Source: an optimization exercise on an open RTL-to-GDS flow (aim: small area and a short achievable clock period). Production flows keep margins and buffers that such runs may drop.
In this exercise RTL edits were held to simulation tests only and were not proved equivalent to the original.
No activity file was given, so power comes from the tool's default toggle rates.

<file path="design/flow/design.v">
package ecg_pkg;
	localparam int ECG_WIDTH         = 50;	 
	localparam int SIZE_WIDTH        = 6;	 
	localparam int SAMPLES_PER_GROUP = 4;	 
	localparam int MAX_STUFFING      = 17;	 
	localparam int MAX_SIGN_BITS     = 12;	 
	typedef logic [3:0] bits_req_t;
	typedef logic [1:0] ecg_idx_t;
	localparam bits_req_t CPEC_MIN_BITS = 4'd3;	 
	localparam bits_req_t MAX_BITS_REQ  = 4'd9;	 
	localparam ecg_idx_t  LAST_ECG_IDX  = 2'd3;	 
	typedef logic [ECG_WIDTH-1:0] ecg_word_t;
	typedef logic [SIZE_WIDTH-1:0] ecg_size_t;
	typedef logic [SAMPLES_PER_GROUP*MAX_BITS_REQ-1:0] cpec_code_t;
	typedef logic [$clog2(SAMPLES_PER_GROUP*MAX_BITS_REQ+1)-1:0] cpec_size_t;
	typedef logic [6:0] vec_prefix_t;
	typedef logic [4:0] vec_suffix_t;
	typedef logic [2:0] vec_len_t;	 
	typedef logic [MAX_SIGN_BITS-1:0] sign_bits_t;
	typedef logic [$clog2(MAX_SIGN_BITS+1)-1:0] sign_size_t;
	typedef logic [$clog2(MAX_STUFFING+1)-1:0] stuffing_size_t;
	function automatic ecg_word_t place_field(input ecg_word_t value, input ecg_size_t len,
		input ecg_size_t offset);
		ecg_word_t keep;
		ecg_word_t placed;
		keep = ~({ECG_WIDTH{1'b1}} << len);	 
		placed = (value & keep) << (ECG_WIDTH - len);
		placed = placed >> offset;
		place_field = placed;
	endfunction
endpackage
`timescale 1ns/10ps
module ecg_encoder_top
(
	input  logic                     clk,
	input  logic                     rst_n,
	input  logic                     in_valid,		 
	input  logic                     data_active,
	input  logic                     group_skip,
	input  ecg_pkg::bits_req_t       bits_req,
	input  ecg_pkg::cpec_code_t      cpec_code,
	input  ecg_pkg::cpec_size_t      cpec_size,
	input  ecg_pkg::vec_prefix_t     vec_prefix,
	input  ecg_pkg::vec_len_t        vec_prefix_size,
	input  ecg_pkg::vec_suffix_t     vec_suffix,
	input  ecg_pkg::vec_len_t        vec_suffix_size,
	input  ecg_pkg::ecg_idx_t        ecg_idx,
	input  logic                     component_skip,
	input  logic                     underflow_prevention,
	input  ecg_pkg::stuffing_size_t  stuffing_size,
	input  ecg_pkg::sign_bits_t      sign_bits,
	input  ecg_pkg::sign_size_t      sign_bits_size,
	output ecg_pkg::ecg_word_t       encoded_ecg,
	output ecg_pkg::ecg_size_t       ecg_size,
	output logic                     ecg_valid
);
	localparam int W = ecg_pkg::ECG_WIDTH;
	logic       gsf;		 
	logic       coded;		 
	logic       is_vec;		 
	logic [5:0] code_len;		 
	logic [5:0] data_size;
	logic [5:0] stuff_len;
	logic [5:0] sign_len;
	logic [5:0] tail_start;		 
	logic [5:0] total;
	assign is_vec = (bits_req == 4'd1) || (bits_req == 4'd2);
	assign gsf    = data_active && group_skip;
	assign coded  = data_active && !group_skip && (bits_req != 4'd0) && (bits_req <= 4'd9);
	assign code_len  = is_vec ? 6'(vec_prefix_size) + 6'(vec_suffix_size) : cpec_size;
	assign data_size = coded ? 6'(bits_req) + 6'd1 + code_len : 6'(gsf);
	assign stuff_len = ((ecg_idx != 2'd0) && underflow_prevention) ? 6'(stuffing_size) : 6'd0;
	assign sign_len  = ((ecg_idx == 2'd3) && !component_skip) ? 6'(sign_bits_size) : 6'd0;
	assign tail_start = data_size + stuff_len;
	assign total      = tail_start + sign_len;
	logic [4:0]  suffix_keep;
	logic [13:0] vec_code;
	logic [35:0] code;
	assign suffix_keep = ~(5'h1f << vec_suffix_size);
	assign vec_code = (14'(vec_prefix) << vec_suffix_size) | 14'(vec_suffix & suffix_keep);
	assign code     = is_vec ? 36'(vec_code) : cpec_code;
	logic [W+35:0] main_src;
	logic [W-1:0]  main_word;
	logic [W+11:0] sign_src;
	logic [W-1:0]  sign_word;
	logic [W-1:0]  tail_mask;	 
	logic [W-1:0]  head_mask;	 
	logic [W-1:0]  head_word;
	logic [W-1:0]  word;
	assign main_src  = {code, {W{1'b1}}};
	assign main_word = W'(main_src >> data_size);
	assign sign_src  = {sign_bits, {W{1'b0}}};
	assign sign_word = W'(sign_src >> total);
	always_comb
	begin
		for (int p = 0; p < W; p++)
		begin
			tail_mask[W-1-p] = (6'(p) < tail_start);
			head_mask[W-1-p] = (p == 0) ? (gsf || coded) : (coded && (4'(p) <= bits_req) && (p < 10));
			head_word[W-1-p] = (p == 0) ? gsf : (coded && (4'(p) < bits_req) && (p < 10));
		end
	end
	assign word = head_mask & head_word | ~head_mask & (tail_mask & main_word | ~tail_mask & sign_word);
	always_ff @(posedge clk or negedge rst_n)
	begin
		if (!rst_n)
			ecg_valid <= 1'b0;
		else
			ecg_valid <= in_valid;
	end
	always_ff @(posedge clk)
	begin
		encoded_ecg <= word;
		ecg_size    <= total;
	end
endmodule
</file>
<file path="design/flow/run.sh">
#!/bin/bash
# synth_recipe.tcl (not shown) runs the flow's synth.tcl, then flattens the netlist and writes it again
# the make line also repeats each setting of config.mk as NAME=value (left out here)
make -C /OpenROAD-flow-scripts/flow DESIGN_CONFIG=/design/flow/config.mk WORK_HOME=/design/flow/orfs CLKGATE_MAP_FILE= SYNTH_SCRIPT=/design/flow/synth_recipe.tcl finish
</file>
<file path="design/flow/config.mk">
export PLATFORM = sky130hd
export DESIGN_NAME = ecg_encoder_top
export DESIGN_NICKNAME = ecg_encoder_top
export VERILOG_FILES = /design/flow/design.v
export SDC_FILE = /design/flow/constraint.sdc
export NUM_CORES = 4
export LEC_CHECK = 0
export CAP_MARGIN = 20
export CORE_MARGIN = 2
export CORE_UTILIZATION = 40
export SLEW_MARGIN = 20
</file>
<file path="design/flow/constraint.sdc">
create_clock -name core_clock -period 6.5 [get_ports {clk}]
set_input_delay 1.3000 -clock core_clock [delete_from_list [all_inputs] [get_ports {clk}]]
set_output_delay 1.3000 -clock core_clock [all_outputs]
set_load 0.01 [all_outputs]
</file>
==> summary.txt, run 1 <==
Least-Margin Pin Slew - 0.829 ns
# clock sinks - 57
Max cap viols - 0
Synthesized area - 0.00804 mm2
Proportion of synthesized area in mux cells - 0.169
Critical path endpoint category - flop
Main combinational cell family by area after synthesis - compound AO/OA/AOI/OAI gates
TritonRoute pass-1 iters - 6
Simple-gate share of the synthesized area - 0.233
Final core occ - 0.550
Net Count, Synth - 1210
Quantity of hold-fixing buffers added after cts - 0
WL final - 34400 um
Num CTS Buffers - 9
Main synth FF type - dfxtp_1
Vias in the first global route - 9067
Area contributors post-synth - dfxtp_1 (14%), mux2i_1 (9.7%), a21oi_1 (5.4%)
Filler cells - 1900
DR WL/cell - 22.2 um
Slowest cell delay on critical path - 0.57 ns
Die width - 146 um
CTS tree - built
Area grow syn2layout - 34.1%
Row cnt - 51
I/O Pins - 151
Nets - 1391
Clock Tree Buf Depth - 2
Yosys reg bits - 57
Synth Area in Compound Gates - 0.328
Synth top area share - 0.140
Synth Instances - 1097
Initial DRC count - 965
Tcrit/Tclk final - 0.971
Final worst slack - 0.187 ns
YS warnings - 1
Post-Synth XOR/XNOR Area - 0.0244
Worst setup path category - in2reg
Port bufs - 150
Adder-cell area share of the yosys netlist - 0.0350
WP data required - 6.71 ns
Pins Over Slew Limit - 0
Via count - 9596
CP max FO - 17
Yosys cell types - 95
Pleak - 0.00422 uW
DR vias/cell - 6.20
Synth area leader - dfxtp_1
First-pass GRT wire length - 52900 um
Critical-path cell list - clkdlybuf4s50_1, xor2_2, nand2_1, mux2i_1, ha_2, or3b_1, o31a_2, inv_4, ha_1, inv_1, fa_2, fa_1, buf_12, mux2_2, o21ai_0, nor2_1, a21oi_1, nor2_1, mux2_2, a211oi_2, nor3_1
Slew Limit Headroom - 0.443
Starting Density - 0.410
Worst path top cell family by delay - adder cells
Max VDD drop - 145 uV
GP Congestion - 0.992
Initial antenna violation count - 1
Die area - 0.0212 mm2
Startpoint types - input port
Hold WC Path Type - in2async
Max Freq - 158 MHz
DRT antenna net count - 0
Hpwl dp - 27500 um
Largest net degree at the start of global routing - 48
FFs w/ async S/R, synth - 0.0175
Worst path arrival time - 6.52 ns
Slowest stage cell, crit path - fa_1
Critical path buffers and inverters - 4
Pre-CTS setup slack - -0.239 ns
Seq/Total Area, Yosys - 0.143
CTS H-tree lvls - 3
Outcome - finished clean
Fraction of layout cells with a size suffix above 1 - 0.178
Final setup fails - 0
EDFF count, synth - 0
Reg clk slew, reported paths - 0.06 ns
Root buf cell - clkbuf_16
Avg Inst Size Synth - 7.32 um2
Tot GR Track Use - 0.315
Clock period minus worst slack - 6.31 ns
Core area - 0.0196 mm2
Final hold vios - 0
Ant. Diodes - 0
DRC - 0
Die span in y - 146 um
Grt ovf - 0
PD cells - 211 mW/mm2
cells in the mapped netlist, types with 17 or more instances:
master / n
a31oi_1: 21
nor2_1: 108
nor3_1: 43
o211ai_1: 18
and2_1: 17
nand2_1: 106
mux2i_1: 78
clkbuf_1: 46
a21oi_1: 86
mux2_2: 25
nand3_1: 43
buf_2: 18
dfxtp_1: 56
o21ai_0: 70
a211oi_1: 19
inv_1: 23
sequential cells by signal, indices dropped and copies added (netlist names):
name         cells
encoded_ecg     50
ecg_valid        1
ecg_size         6
power by group:
part,switching [uW],internal (uW)
Sequential,22.0,425
Clock,176,268
Combinational,776,612
Total,974,1310
area by class of cell:
| class | count | area (um2) | share of cell area |
|---|---|---|---|
| Clock buffer | 10 | 239 | 0.0222 |
| Clock inverter | 6 | 43.8 | 0.00406 |
| Inverter | 29 | 119 | 0.0110 |
| Multi-Input combinational cell | 924 | 6550 | 0.607 |
| Sequential cell | 57 | 1150 | 0.106 |
| Tap cell | 265 | 332 | 0.0308 |
| Timing Repair Buffer | 257 | 2350 | 0.218 |
routing by layer:
layer	part of all wire	up-vias	GRT usage
li1	-	4545	-
met1	0.42	4445	0.426
met2	0.45	525	0.500
met3	0.082	79	0.0461
met4	0.041	2	0.134
met5	0.00052	-	0
worst paths after layout:
path,from,end,slack (ns),depth (start not counted)
worst max-delay path,bits_req[1],encoded_ecg[42]$_DFF_P_,0.19,21
min in group core_clock,in_valid,ecg_valid$_DFF_PN0_,1.41,1
max in group asynchronous,rst_n,ecg_valid$_DFF_PN0_,5.30,1
worst min-delay path,rst_n,ecg_valid$_DFF_PN0_,1.11,1
kinds of logic after synthesis:
| kind of cell | count (synthesis) |
|---|---|
| AND/OR/NAND/NOR | 388 |
| AO/OA/AOI/OAI | 384 |
| buffers and inverters | 116 |
| multiplexers | 116 |
| flip-flops | 57 |
| adder cells (fa/ha/maj) | 20 |
| XOR/XNOR | 16 |
cells in the final DEF, fill, tap and decap left out, types with 8 or more instances in the layout:
| master | instances |
|---|---|
| a2bb2oi_1 | 9 |
| and2_1 | 17 |
| a21oi_1 | 84 |
| o22ai_1 | 15 |
| nand2b_1 | 8 |
| mux2i_1 | 72 |
| nand2_1 | 106 |
| nor2_1 | 106 |
| a211oi_1 | 18 |
| and3_1 | 10 |
| inv_1 | 21 |
| o21a_1 | 9 |
| clkdlybuf4s50_1 | 150 |
| a31oi_1 | 20 |
| a21o_1 | 8 |
| a22oi_1 | 8 |
| o21ai_1 | 8 |
| o31ai_1 | 15 |
| ha_1 | 12 |
| buf_4 | 103 |
| o21ai_0 | 67 |
| dfxtp_1 | 56 |
| o211ai_1 | 18 |
| mux2_2 | 23 |
| clkbuf_16 | 9 |
| nand3_1 | 43 |
| mux4_2 | 13 |
| a221oi_1 | 10 |
| nor3_1 | 42 |
| o22a_1 | 8 |
stage by stage:
| stage | power, uW | TNS, ns | cells | hold slack, ns | cell area [um2] |
|---|---|---|---|---|---|
| floorplan | 1210 | -12.98 | 1097 | 1.00 | 8240 |
| finish | 2280 | 0 | 1548 | 1.11 | 10800 |
| global placement | 1790 | -0.469 | 1531 | 1.45 | 10400 |
| global route | 2390 | -0.00141 | 1548 | 1.11 | 10800 |
| CTS | 2240 | 0 | 1547 | 1.10 | 10700 |
| detailed placement | 1790 | -2.69 | 1531 | 1.45 | 10400 |
timing repair:
action,in CTS,in global routing
setup endpoints to repair,0,27
setup buffers,0,1
gates resized for setup,0,17
==> run 2: changes to the inputs <==
--- a/design/flow/design.v
+++ b/design/flow/design.v
@@ -63,5 +63,4 @@
 	logic [5:0] stuff_len;
 	logic [5:0] sign_len;
-	logic [5:0] tail_start;		 
 	logic [5:0] total;
 	assign is_vec = (bits_req == 4'd1) || (bits_req == 4'd2);
@@ -72,6 +71,5 @@
 	assign stuff_len = ((ecg_idx != 2'd0) && underflow_prevention) ? 6'(stuffing_size) : 6'd0;
 	assign sign_len  = ((ecg_idx == 2'd3) && !component_skip) ? 6'(sign_bits_size) : 6'd0;
-	assign tail_start = data_size + stuff_len;
-	assign total      = tail_start + sign_len;
+	assign total     = data_size + stuff_len + sign_len;
 	logic [4:0]  suffix_keep;
 	logic [13:0] vec_code;
@@ -82,24 +80,25 @@
 	logic [W+35:0] main_src;
 	logic [W-1:0]  main_word;
-	logic [W+11:0] sign_src;
-	logic [W-1:0]  sign_word;
-	logic [W-1:0]  tail_mask;	 
 	logic [W-1:0]  head_mask;	 
 	logic [W-1:0]  head_word;
-	logic [W-1:0]  word;
+	logic [W-1:0]  lead_word;	 
 	assign main_src  = {code, {W{1'b1}}};
 	assign main_word = W'(main_src >> data_size);
-	assign sign_src  = {sign_bits, {W{1'b0}}};
-	assign sign_word = W'(sign_src >> total);
 	always_comb
 	begin
 		for (int p = 0; p < W; p++)
 		begin
-			tail_mask[W-1-p] = (6'(p) < tail_start);
 			head_mask[W-1-p] = (p == 0) ? (gsf || coded) : (coded && (4'(p) <= bits_req) && (p < 10));
 			head_word[W-1-p] = (p == 0) ? gsf : (coded && (4'(p) < bits_req) && (p < 10));
 		end
 	end
-	assign word = head_mask & head_word | ~head_mask & (tail_mask & main_word | ~tail_mask & sign_word);
+	logic [14:0]   sign_field;
+	always_comb
+		for (int j = 0; j < 15; j++)
+			sign_field[j] = (4'(j) < sign_len[3:0]) ? ((j < 12) ? sign_bits[j] : 1'b0) : 1'b1;
+	assign lead_word = head_mask & head_word | ~head_mask & main_word;
+	logic [W-1:0] lead_q;
+	logic [5:0]   total_q;
+	logic [14:0]  sign_q;
 	always_ff @(posedge clk or negedge rst_n)
 	begin
@@ -111,6 +110,13 @@
 	always_ff @(posedge clk)
 	begin
-		encoded_ecg <= word;
-		ecg_size    <= total;
+		lead_q  <= lead_word;
+		total_q <= total;
+		sign_q  <= sign_field;
 	end
+	logic [2*W+14:0] tail_src;
+	logic [W-1:0]    tail_word;
+	assign tail_src  = {{W{1'b1}}, sign_q, {W{1'b0}}};
+	assign tail_word = W'(tail_src >> total_q);
+	assign encoded_ecg = lead_q & tail_word;
+	assign ecg_size    = total_q;
 endmodule
==> design/flow/flow/run.sh (new file) <==
#!/bin/bash
set -euo pipefail
bash standard.sh "ADDER_MAP_FILE=" "BUFFER_PORTS_ARGS=-buffer_cell sky130_fd_sc_hd__buf_1" finish > make_finish.log 2>&1
==> design/flow/standard.sh (new file) <==
#!/bin/bash
# synth_recipe.tcl (not shown) runs the flow's synth.tcl, then flattens the netlist and writes it again
# the make line also repeats each setting of config.mk as NAME=value (left out here)
make -C /OpenROAD-flow-scripts/flow DESIGN_CONFIG=/design/flow/config.mk WORK_HOME=/design/flow/orfs CLKGATE_MAP_FILE= SYNTH_SCRIPT=/design/flow/synth_recipe.tcl "${@:-finish}"
--- a/design/flow/config.mk
+++ b/design/flow/config.mk
@@ -9,3 +9,5 @@
 export CORE_MARGIN = 2
 export CORE_UTILIZATION = 40
+export GPL_TIMING_DRIVEN = 0
+export SETUP_SLACK_MARGIN = 1.8
 export SLEW_MARGIN = 20
removed: design/flow/run.sh
==> summary.txt, run 2 <==
Outcome - finished clean
DR vias/cell - 6.07 (-2.1%)
Via count - 8533 (-11%)
YS warnings - 1 (unchanged)
Quantity of hold-fixing buffers added after cts - 0 (unchanged)
Seq/Total Area, Yosys - 0.197 (+0.0545)
TritonRoute pass-1 iters - 5 (-1)
Hpwl dp - 22900 um (-17%)
Num CTS Buffers - 9 (unchanged)
Most flops, register - lead_q
Die width - 139 um (-4.3%)
Fraction of layout cells with a size suffix above 1 - 0.103 (-0.0757)
Worst path arrival time - 4.92 ns (-1.60 ns)
Top-count cell post-synth - nand2_1
DRT antenna net count - 0 (unchanged)
Area contributors post-synth - dfxtp_1 (19%), mux2i_1 (11%), o21ai_0 (5.4%)
Startpoint types - input port
Die area - 0.0194 mm2 (-8.5%)
Top Registers - lead_q x50, sign_q x15, total_q x6
Area grow syn2layout - 16.3%
Synth top area share - 0.194 (+0.0542)
Final setup fails - 0 (unchanged)
WP data required - 6.72 ns (about the same)
Core area - 0.0180 mm2 (-8.3%)
CTS H-tree lvls - 3 (unchanged)
Max Freq - 213 MHz (+34%)
Clock period minus worst slack - 4.70 ns (-1.61 ns)
Most common cell after layout, fill and taps aside - buf_1
Net Count, Synth - 1105 (-8.7%)
Avg Inst Size Synth - 7.26 um2 (-0.94%)
Yosys reg bits - 72 (+26%)
Clock Tree Buf Depth - 2 (unchanged)
Starting Density - 0.408 (-0.00180)
Pleak - 0.00318 uW (-24%)
Tot GR Track Use - 0.280 (-0.0348)
Least-Margin Pin Slew - 0.780 ns (-0.0493 ns)
Largest register FFs - 50 (unchanged)
DR WL/cell - 20.1 um (-9.7%)
Synthesized area - 0.00734 mm2 (-8.7%)
Hold WC Path Type - in2async
CP max FO - 10 (-7)
I/O Pins - 151 (unchanged)
FFs w/ async S/R, synth - 0.0139 (-0.00365)
DRC - 0 (unchanged)
Nets - 1266 (-9.0%)
Ant. Diodes - 0 (unchanged)
Reg clk slew, reported paths - 0.06 ns (about the same)
Pins Over Slew Limit - 0 (unchanged)
Max VDD drop - 153 uV (+5.4%)
WL final - 28200 um (-18%)
Root buf cell - clkbuf_16
Grt ovf - 0 (unchanged)
TNS Setup - 0 ns (unchanged)
Largest net degree at the start of global routing - 14 (-71%)
# clock sinks - 72 (+26%)
Final instance area - 0.00853 mm2 (-21%)
Unrepaired setup endpoints after global routing - true
Worst hold margin - 0.717 ns (-0.389 ns)
PD cells - 198 mW/mm2 (-6.2%)
Slew Limit Headroom - 0.480 (+0.0376)
Synth Instances - 1011 (-7.8%)
First-pass GRT wire length - 43900 um (-17%)
Final hold vios - 0 (unchanged)
Most frequent cells in the layout - buf_1 (153), nand2_1 (101), nor2_1 (92)
Die span in y - 139 um (-4.3%)
Critical path endpoint category - flop
Row cnt - 49 (-3.9%)
Tcrit/Tclk final - 0.723 (-0.248)
GP Congestion - 1.01 (+2.0%)
Vias in the first global route - 8017 (-12%)
Initial DRC count - 830 (-14%)
Yosys cell types - 76 (-20%)
Port bufs - 146 (-2.7%)
Main synth FF type - dfxtp_1
Synth area leader - dfxtp_1
EDFF count, synth - 0 (unchanged)
Worst setup path category - in2reg
Initial antenna violation count - 0 (-1)
CTS tree - built
Max cap viols - 0 (unchanged)
Commonest cells in the netlist - nand2_1 (101), nor2_1 (93), mux2i_1 (84)
Dpl cell area - 0.00817 mm2 (-22%)
==> run 2: cell types whose count changed after synthesis, sizes merged, moves of 15 or more <==
cell | previous run | this run
dfxtp | 56 | 71
nor2 | 109 | 94
ha | 15 | 0
nand3 | 45 | 25
and3 | 10 | 27
a21oi | 87 | 72
inv | 29 | 11
==> run 2: repair_timing <==
action                     4_1_cts  5_1_grt
setup endpoints to repair       18       54
buffers inserted                 0        4
resized for setup                3       27
pin swaps                        0        2
==> run 2: layout make-up <==
class                           count  area [um2]
Multi-Input combinational cell    838        5490
Tap cell                          229         287
Timing Repair Buffer              150         578
Clock buffer                       10         229
Clock inverter                      6        45.0
Sequential cell                    72        1450
Fill cell                        1913        9430
Buffer                             90         419
Inverter                           11        41.3
==> run 2: worst paths after layout <==
path	slack [ns]	cells after the start	endpoint	startpoint
hold / removal	0.72	1	ecg_valid$_DFF_PN0_	rst_n
setup / recovery	1.80	13	lead_q[40]$_DFF_P_	bits_req[3]
max in group asynchronous	5.69	1	ecg_valid$_DFF_PN0_	rst_n
min in group core_clock	1.07	1	ecg_valid$_DFF_PN0_	in_valid
==> run 2: report_power, final <==
group / switching (uW) / internal (uW)
Sequential: 12.3 / 463
Clock: 186 / 259
Combinational: 501 / 270
Total: 699 / 992
==> run 2: cell families (layout without fill, tap and decap cells) <==
logic type	Yosys count	count (layout)	share of synthesized area
AND/OR/NAND/NOR	360	360	0.234
AO/OA/AOI/OAI	329	329	0.291
multiplexers	120	120	0.180
buffers and inverters	101	267	0.0605
flip-flops	72	72	0.197
XOR/XNOR	27	27	0.0348
adder cells (fa/ha/maj)	2	2	0.00307
==> run 2: routing by layer <==
| metal | vias up | part of all wire | global-route usage | routed length, um |
|---|---|---|---|---|
| met2 | 445 | 0.46 | 0.470 | 12900 |
| met1 | 3978 | 0.44 | 0.371 | 12300 |
| li1 | 4047 | - | - | - |
| met5 | - | 0 | 0 | 0 |
| met3 | 63 | 0.078 | 0.0368 | 2190 |
| met4 | 0 | 0.029 | 0.0941 | 826 |
==> run 2: worst max-delay path: stages <==
cell      delay (ns)
buf_1           0.09
buf_6           0.14
or4_1           0.51
and3_4          0.20
buf_6           0.14
a32oi_2         0.63
a21oi_1         0.26
mux2_2          0.37
mux2_4          0.27
a222oi_1        0.47
a22o_1          0.28
o22ai_1         0.10
o21a_1          0.14
==> run 2: stage by stage <==
stage	power, uW	worst slack [ns]	std cells	utilization
after floorplan	983	2.31	1011	-
after global placement	1230	1.27	1386	0.455
after detailed placement	1220	1.31	1386	0.455
after CTS	1670	1.77	1402	0.471
after global routing	1780	1.72	1406	0.475
final	1690	1.80	1406	0.475
==> run 3: changes to the inputs <==
--- a/design/flow/config.mk
+++ b/design/flow/config.mk
@@ -6,8 +6,9 @@
 export NUM_CORES = 4
 export LEC_CHECK = 0
+export ABC_AREA = 1
 export CAP_MARGIN = 20
 export CORE_MARGIN = 2
 export CORE_UTILIZATION = 40
 export GPL_TIMING_DRIVEN = 0
-export SETUP_SLACK_MARGIN = 1.8
+export SETUP_SLACK_MARGIN = 3.0
 export SLEW_MARGIN = 20
==> summary.txt, run 3 <==
Outcome - finished clean
Pleak - 0.00456 uW (+43%)
Clock Tree Buf Depth - 2 (unchanged)
Pins Over Slew Limit - 0 (unchanged)
Critical-path cell list - buf_12, nor2_4, nand2_2, nor2_4, nand3_2, nand2_2, nand2_1, nand2_1, inv_1, nand2_2, nand3_2, nand3_4, buf_6, buf_6, mux2i_2, nand3_1, o211ai_1
Critical path endpoint category - flop
Top-count cell post-synth - nand2_1
Worst path top cell family by delay - simple AND/OR/NAND/NOR gates
Max VDD drop - 131 uV (-14%)
Commonest cells in the netlist - nand2_1 (487), o21ai_0 (147), nand3_1 (116)
Synth top area share - 0.258 (+0.0639)
Hpwl dp - 22900 um (+0.30%)
Slowest stage cell, crit path - mux2i_2
Most frequent cells in the layout - nand2_1 (457), buf_1 (131), inv_1 (97)
Initial antenna violation count - 0 (unchanged)
DRC - 0 (unchanged)
TritonRoute pass-1 iters - 5 (unchanged)
Avg Inst Size Synth - 5.42 um2 (-25%)
Final worst slack - 3.06 ns (+1.26 ns)
Final hold vios - 0 (unchanged)
DRT antenna net count - 0 (unchanged)
Tot GR Track Use - 0.296 (+0.0162)
I/O Pins - 151 (unchanged)
CP max FO - 10 (unchanged)
Reg clk slew, reported paths - 0.06 ns (about the same)
Yosys cell types - 47 (-38%)
YS warnings - 1 (unchanged)
Port bufs - 149 (+2.1%)
Yosys reg bits - 72 (unchanged)
Clock period minus worst slack - 3.44 ns (-1.26 ns)
Most common cell after layout, fill and taps aside - nand2_1
Net Count, Synth - 1402 (+27%)
CTS tree - built
Max Freq - 291 MHz (+37%)
Worst setup path category - in2reg
Die area - 0.0188 mm2 (-3.2%)
Pre-CTS setup slack - 2.22 ns (+0.917 ns)
Synth area leader - nand2_1
Top Registers - lead_q x50, sign_q x15, total_q x6
Main synth FF type - dfxtp_1
Row cnt - 48 (-2.0%)
Slew Limit Headroom - 0.636 (+0.155)
Worst path arrival time - 3.67 ns (-1.25 ns)
Starting Density - 0.410 (+0.00178)
Largest net degree at the start of global routing - 13 (-1)
TNS Setup - 0 ns (unchanged)
Post-route insts no fill - 1720 (+22%)
Startpoint types - input port
PD cells - 200 mW/mm2 (+1.1%)
GP Congestion - 1.03 (+1.8%)
Area grow syn2layout - 35.3%
Synth Instances - 1308 (+29%)
FF/Latch Area - 0.00146 mm2 (+0.61%)
Quantity of hold-fixing buffers added after cts - 0 (unchanged)
Least-Margin Pin Slew - 0.547 ns (-0.233 ns)
Unrepaired setup endpoints after global routing - true
CTS H-tree lvls - 3 (unchanged)
Total power - 1920 uW (+14%)
Core area - 0.0173 mm2 (-3.7%)
Tcrit/Tclk final - 0.529 (-0.194)
Ant. Diodes - 0 (unchanged)
Most flops, register - lead_q
DR vias/cell - 5.39 (-11%)
Fraction of layout cells with a size suffix above 1 - 0.229 (+0.127)
Worst path most repeated cell - nand2_2
Area contributors post-synth - nand2_1 (26%), dfxtp_1 (20%), o21ai_0 (10%)
Synthesized area - 0.00709 mm2 (-3.3%)
Grt ovf - 0 (unchanged)
Multi-input gate area - 0.00564 mm2 (+2.7%)
WP data required - 6.73 ns (about the same)
Filler cells - 1850 (-3.3%)
Nets - 1584 (+25%)
Vias in the first global route - 8154 (+1.7%)
Via count - 9278 (+8.7%)
Max cap viols - 0 (unchanged)
Crit path launch - bits_req[3]
Largest register FFs - 50 (unchanged)
WL final - 28800 um (+2.2%)
Die width - 137 um (-1.6%)
FFs w/ async S/R, synth - 0.0139 (unchanged)
Post-Place Cells - 1682 (+21%)
Hold WC Path Type - in2async
Seq/Total Area, Yosys - 0.204 (+0.00671)
Num CTS Buffers - 9 (unchanged)
First-pass GRT wire length - 43400 um (-1.1%)
Root buf cell - clkbuf_16
# clock sinks - 72 (unchanged)
Die span in y - 137 um (-1.6%)
Worst hold margin - 0.721 ns (+0.00410 ns)
Final setup fails - 0 (unchanged)
Slowest cell delay on critical path - 0.31 ns (-0.32 ns)
EDFF count, synth - 0 (unchanged)
DR WL/cell - 16.8 um (-16%)
Critical path buffers and inverters - 4 (+1)
Initial DRC count - 779 (-6.1%)
==> run 3: cell types whose count changed after synthesis, moves of 30 or more <==
cell	previous run	this run
nand2_1	101	487
inv_1	10	104
nor3_1	36	6
mux2i_1	84	8
nand3_1	25	116
o21ai_0	79	147
nor2_1	93	60
a21oi_1	72	37
o21ai_1	2	63
==> run 3: what timing repair did <==
item,CTS,global route
hold endpoints to repair,0,0
cloned,0,3
pin swaps,10,51
gates resized for setup,122,355
endpoints found under the setup margin,100,96
setup buffers,5,14
==> run 3: kinds of logic after synthesis <==
kind of cell	share of synthesized area
buffers and inverters	0.117
AO/OA/AOI/OAI	0.230
multiplexers	0.0113
AND/OR/NAND/NOR	0.430
flip-flops	0.204
XOR/XNOR	0.00864
==> run 3: metrics by stage <==
| step | utilization | area [um2] |
|---|---|---|
| after detailed placement | 0.459 | 7940 |
| after floorplan | - | 7090 |
| final | 0.555 | 9600 |
| after global placement | 0.459 | 7940 |
| after CTS | 0.492 | 8520 |
| after global routing | 0.555 | 9600 |
==> run 3: cell type report <==
cell class	count	share of cell area
multi-input cells	1040	0.587
flip-flops and latches	72	0.152
repair buffers	170	0.0828
plain buffers	80	0.0681
inverters	117	0.0489
well taps	225	0.0293
clock buffers	12	0.0246
clock inverters	4	0.00730
==> run 3: power by group <==
group	internal (uW)	switching (uW)
registers	467	18.4
clock network	335	170
logic	320	613
total	1120	801
==> run 3: how the worst max path moves through the flow <==
stage / slack (ns) / to / cells past startpoint
floorplan: 3.26 / lead_q[43]$_DFF_P_ / 17
global placement: 2.22 / lead_q[36]$_DFF_P_ / 17
detailed placement: 2.22 / lead_q[36]$_DFF_P_ / 16
CTS: 2.92 / encoded_ecg[43] / 10
global route: 2.92 / lead_q[8]$_SDFF_PP1_ / 20
finish: 3.06 / lead_q[23]$_DFF_P_ / 17
==> run 3: layer usage <==
| layer | up-vias | wire [um] | track usage |
|---|---|---|---|
| met3 | 71 | 1870 | 0.0350 |
| met5 | - | 0 | 0 |
| met1 | 4144 | 12500 | 0.397 |
| met4 | 0 | 964 | 0.107 |
| met2 | 403 | 13500 | 0.490 |
| li1 | 4660 | - | - |
==> run 4: changes to the inputs <==
==> design/flow/run.sh (new file) <==
#!/bin/bash
# synth_recipe.tcl (not shown) runs the flow's synth.tcl, then flattens the netlist and writes it again
# the make line also repeats each setting of config.mk as NAME=value (left out here)
make -C /OpenROAD-flow-scripts/flow DESIGN_CONFIG=/design/flow/config.mk WORK_HOME=/design/flow/orfs CLKGATE_MAP_FILE= SYNTH_SCRIPT=/design/flow/synth_recipe.tcl finish
--- a/design/flow/config.mk
+++ b/design/flow/config.mk
@@ -6,9 +6,8 @@
 export NUM_CORES = 4
 export LEC_CHECK = 0
-export ABC_AREA = 1
 export CAP_MARGIN = 20
 export CORE_MARGIN = 2
 export CORE_UTILIZATION = 40
 export GPL_TIMING_DRIVEN = 0
-export SETUP_SLACK_MARGIN = 3.0
+export SETUP_SLACK_MARGIN = 1.8
 export SLEW_MARGIN = 20
removed: design/flow/flow/run.sh
removed: design/flow/standard.sh
==> summary.txt, run 4 <==
Outcome - finished clean
FF/Latch Area - 0.00145 mm2 (-0.52%)
Largest net degree at the start of global routing - 14 (+1)
Worst path arrival time - 5.41 ns (+1.74 ns)
Comb power frac - 0.515 (+0.030)
Least-Margin Pin Slew - 0.969 ns (+0.423 ns)
TritonRoute pass-1 iters - 5 (unchanged)
Final hold vios - 0 (unchanged)
Top-count cell post-synth - o21ai_0
Multi-input gate area - 0.00608 mm2 (+7.8%)
I/O Pins - 151 (unchanged)
Synth top area share - 0.188 (-0.0696)
Most common cell after layout, fill and taps aside - clkdlybuf4s50_1
Clock period minus worst slack - 5.15 ns (+1.71 ns)
DR WL/cell - 25.4 um (+51%)
Slew Limit Headroom - 0.337 (-0.299)
DRC - 0 (unchanged)
Initial DRC count - 904 (+16%)
Most flops, register - lead_q
Seq/Total Area, Yosys - 0.191 (-0.0125)
Synth Instances - 1041 (-20%)
Sw frac - 0.395 (-0.0214)
Root buf cell - clkbuf_16
Vias in the first global route - 9426 (+16%)
DR vias/cell - 6.57 (+22%)
PD cells - 195 mW/mm2 (-2.7%)
Unrepaired setup endpoints after global routing - true
# clock sinks - 72 (unchanged)
Top Registers - lead_q x50, sign_q x15, total_q x6
DRT antenna net count - 0 (unchanged)
Clock Tree Buf Depth - 2 (unchanged)
Die span in y - 141 um (+3.1%)
Quantity of hold-fixing buffers added after cts - 0 (unchanged)
Reg clk slew, reported paths - 0.06 ns (about the same)
YS warnings - 1 (unchanged)
Main synth FF type - dfxtp_1
Pins Over Slew Limit - 0 (unchanged)
FFs w/ async S/R, synth - 0.0139 (unchanged)
Fraction of layout cells with a size suffix above 1 - 0.198 (-0.0312)
Die area - 0.0200 mm2 (+6.3%)
Pleak - 0.00401 uW (-12%)
TNS Setup - 0 ns (unchanged)
First-pass GRT wire length - 56200 um (+30%)
CTS tree - built
Avg Inst Size Synth - 7.26 um2 (+34%)
GP Congestion - 1.03 (+0.56%)
Synth area leader - dfxtp_1
Final setup fails - 0 (unchanged)
Max VDD drop - 105 uV (-20%)
Via count - 9719 (+4.8%)
Tot GR Track Use - 0.366 (+0.0701)
Num CTS Buffers - 9 (unchanged)
Net Count, Synth - 1154 (-18%)
Filler cells - 1785 (-3.5%)
Area contributors post-synth - dfxtp_1 (19%), mux2i_1 (6.5%), o21ai_0 (6.4%)
Synthesized area - 0.00756 mm2 (+6.5%)
CP max FO - 5 (-5)
Max Freq - 194 MHz (-33%)
Clock power frac - 0.255 (-0.007)
Nets - 1354 (-15%)
WL final - 37600 um (+30%)
CTS H-tree lvls - 3 (unchanged)
Final worst slack - 1.35 ns (-1.71 ns)
Hpwl dp - 30000 um (+31%)
Largest register FFs - 50 (unchanged)
Ant. Diodes - 0 (unchanged)
WP data required - 6.76 ns (+0.03 ns)
Port bufs - 149 (unchanged)
Die width - 141 um (+3.1%)
Area grow syn2layout - 41.2%
Pre-CTS setup slack - 0.0203 ns (-2.20 ns)
Critical path endpoint category - flop
Most frequent cells in the layout - clkdlybuf4s50_1 (142), o21ai_0 (89), nand2_1 (80)
Starting Density - 0.405 (-0.00485)
Commonest cells in the netlist - o21ai_0 (97), nand2_1 (84), nor2_1 (77)
Yosys cell types - 82 (+74%)
Startpoint types - input port
Row cnt - 50 (+4.2%)
Tcrit/Tclk final - 0.792 (+0.264)
Core area - 0.0186 mm2 (+7.8%)
EDFF count, synth - 0 (unchanged)
Hold WC Path Type - in2async
NetSw - 822 uW (+2.6%)
Initial antenna violation count - 1 (+1)
Yosys reg bits - 72 (unchanged)
Grt ovf - 0 (unchanged)
Reg power frac - 0.230 (-0.022)
Max cap viols - 0 (unchanged)
Worst setup path category - in2reg
Design internal power - 1260 uW (+12%)
run 4: metal layers:
layer  up-vias  GRT usage  part of all wire
li1       4358          -                 -
met5         -          0           0.00035
met2       689      0.615              0.46
met1      4480      0.438              0.38
met3       190     0.0537             0.087
met4         2      0.238             0.078
run 4: power groups by stage:
| stage | Sequential, uW | Clock [uW] | Combinational [uW] |
|---|---|---|---|
| 2_1_floorplan | 485 | 0 | 540 |
| 3_3_place_gp | 487 | 0 | 945 |
| 3_5_place_dp | 488 | 0 | 939 |
| 4_1_cts | 478 | 541 | 1010 |
| 5_1_grt | 480 | 559 | 1130 |
| 6_report | 478 | 530 | 1070 |
run 4: stage by stage:
step | instance area, um2 | util | hold slack, ns | std cells | power (uW)
after floorplan | 7700 | - | 1.00 | 1041 | 1020
after global placement | 9490 | 0.509 | 1.45 | 1424 | 1430
after detailed placement | 9490 | 0.509 | 1.45 | 1424 | 1430
after CTS | 10400 | 0.558 | 1.10 | 1473 | 2020
after global routing | 10700 | 0.572 | 1.10 | 1480 | 2170
final | 10700 | 0.572 | 1.11 | 1480 | 2080
run 4: layout make-up:
cell class,instances,share of cell area
multi-input cells,853,0.570
repair buffers,189,0.168
flip-flops and latches,72,0.136
plain buffers,96,0.0610
well taps,234,0.0274
clock buffers,10,0.0224
clock inverters,6,0.00856
inverters,20,0.00774
run 4: cell families (layout without fill, tap and decap cells):
family / count (synthesis) / count (layout) / synth area share
adders and majority gates: 19 / 19 / 0.0384
buffers and inverters: 116 / 321 / 0.0669
and+or+nand+nor: 348 / 348 / 0.223
AOI/OAI and AO/OA: 402 / 402 / 0.358
xor gates and xnor gates: 8 / 8 / 0.00927
muxes: 76 / 76 / 0.113
DFF: 72 / 72 / 0.191
run 4: worst max-delay path, cell delays in order:
cell and delay [ns]:
buf_8 0.10, buf_6 0.12, xor2_4 0.19, nand2_4 0.09
clkbuf_16 0.15, clkbuf_16 0.14, mux2i_2 0.16, ha_2 0.22
fa_2 0.49, nor3b_4 0.26, and3_4 0.25, inv_6 0.05
buf_8 0.11, buf_8 0.11, fa_1 0.49, inv_2 0.05
ha_4 0.15, fa_2 0.34, a21o_1 0.18, a21oi_2 0.14
xnor2_1 0.16, xnor2_1 0.14
run 4: how the worst max path moves through the flow:
stage / to / start
floorplan: total_q[5]$_DFF_P_ / bits_req[0]
global placement: lead_q[15]$_SDFF_PP1_ / bits_req[1]
detailed placement: lead_q[15]$_SDFF_PP1_ / bits_req[1]
CTS: total_q[5]$_DFF_P_ / bits_req[1]
global route: total_q[5]$_DFF_P_ / bits_req[1]
finish: total_q[5]$_DFF_P_ / bits_req[1]
run 4: repair_timing:
action | 4_1_cts | 5_1_grt
buffers inserted | 33 | 7
pin swaps | 34 | 20
gates resized for setup | 114 | 64
endpoints found under the setup margin | 99 | 78

==> what the ideal ports hide <==
No port has a modelled driver above. Below, the same layouts with a new extraction and two added sets of constraints.
Step 1 assumes that a clkbuf_16 drives the clock port and a buf_2 every other input.
Step 2 adds t to the input delays and takes it off the output delays; t is the mean of the earliest and latest rising clock arrival at the registers after step 1. Input paths then give back, and output paths get back, about the clock's delay inside the block.
a / b / c = ideal / step 1 / step 2; a / b = the first two.
run | t (ns) | slack for setup (ns) | worst setup path after step 2 | slew at the worst register clock pin (ns) | worst data-port slew with drivers (ns)
run 1 | 0.371 | 0.187 / 0.205 / -0.166 | input to register | 0.06 / 0.06 | 0.05
run 2 | 0.370 | 1.801 / 1.820 / 1.450 | input to register | 0.06 / 0.06 | 0.04
run 3 | 0.355 | 3.063 / 3.029 / 2.687 | input to register | 0.06 / 0.06 | 0.07
run 4 | 0.365 | 1.350 / 1.343 / 0.978 | input to register | 0.06 / 0.06 | 0.06
With both steps, setup timing fails in run 1, where it was met with ideal ports. For run 3, which loses most, drivers alone change the setup slack by -0.034 ns; drivers and shift together by -0.376 ns.
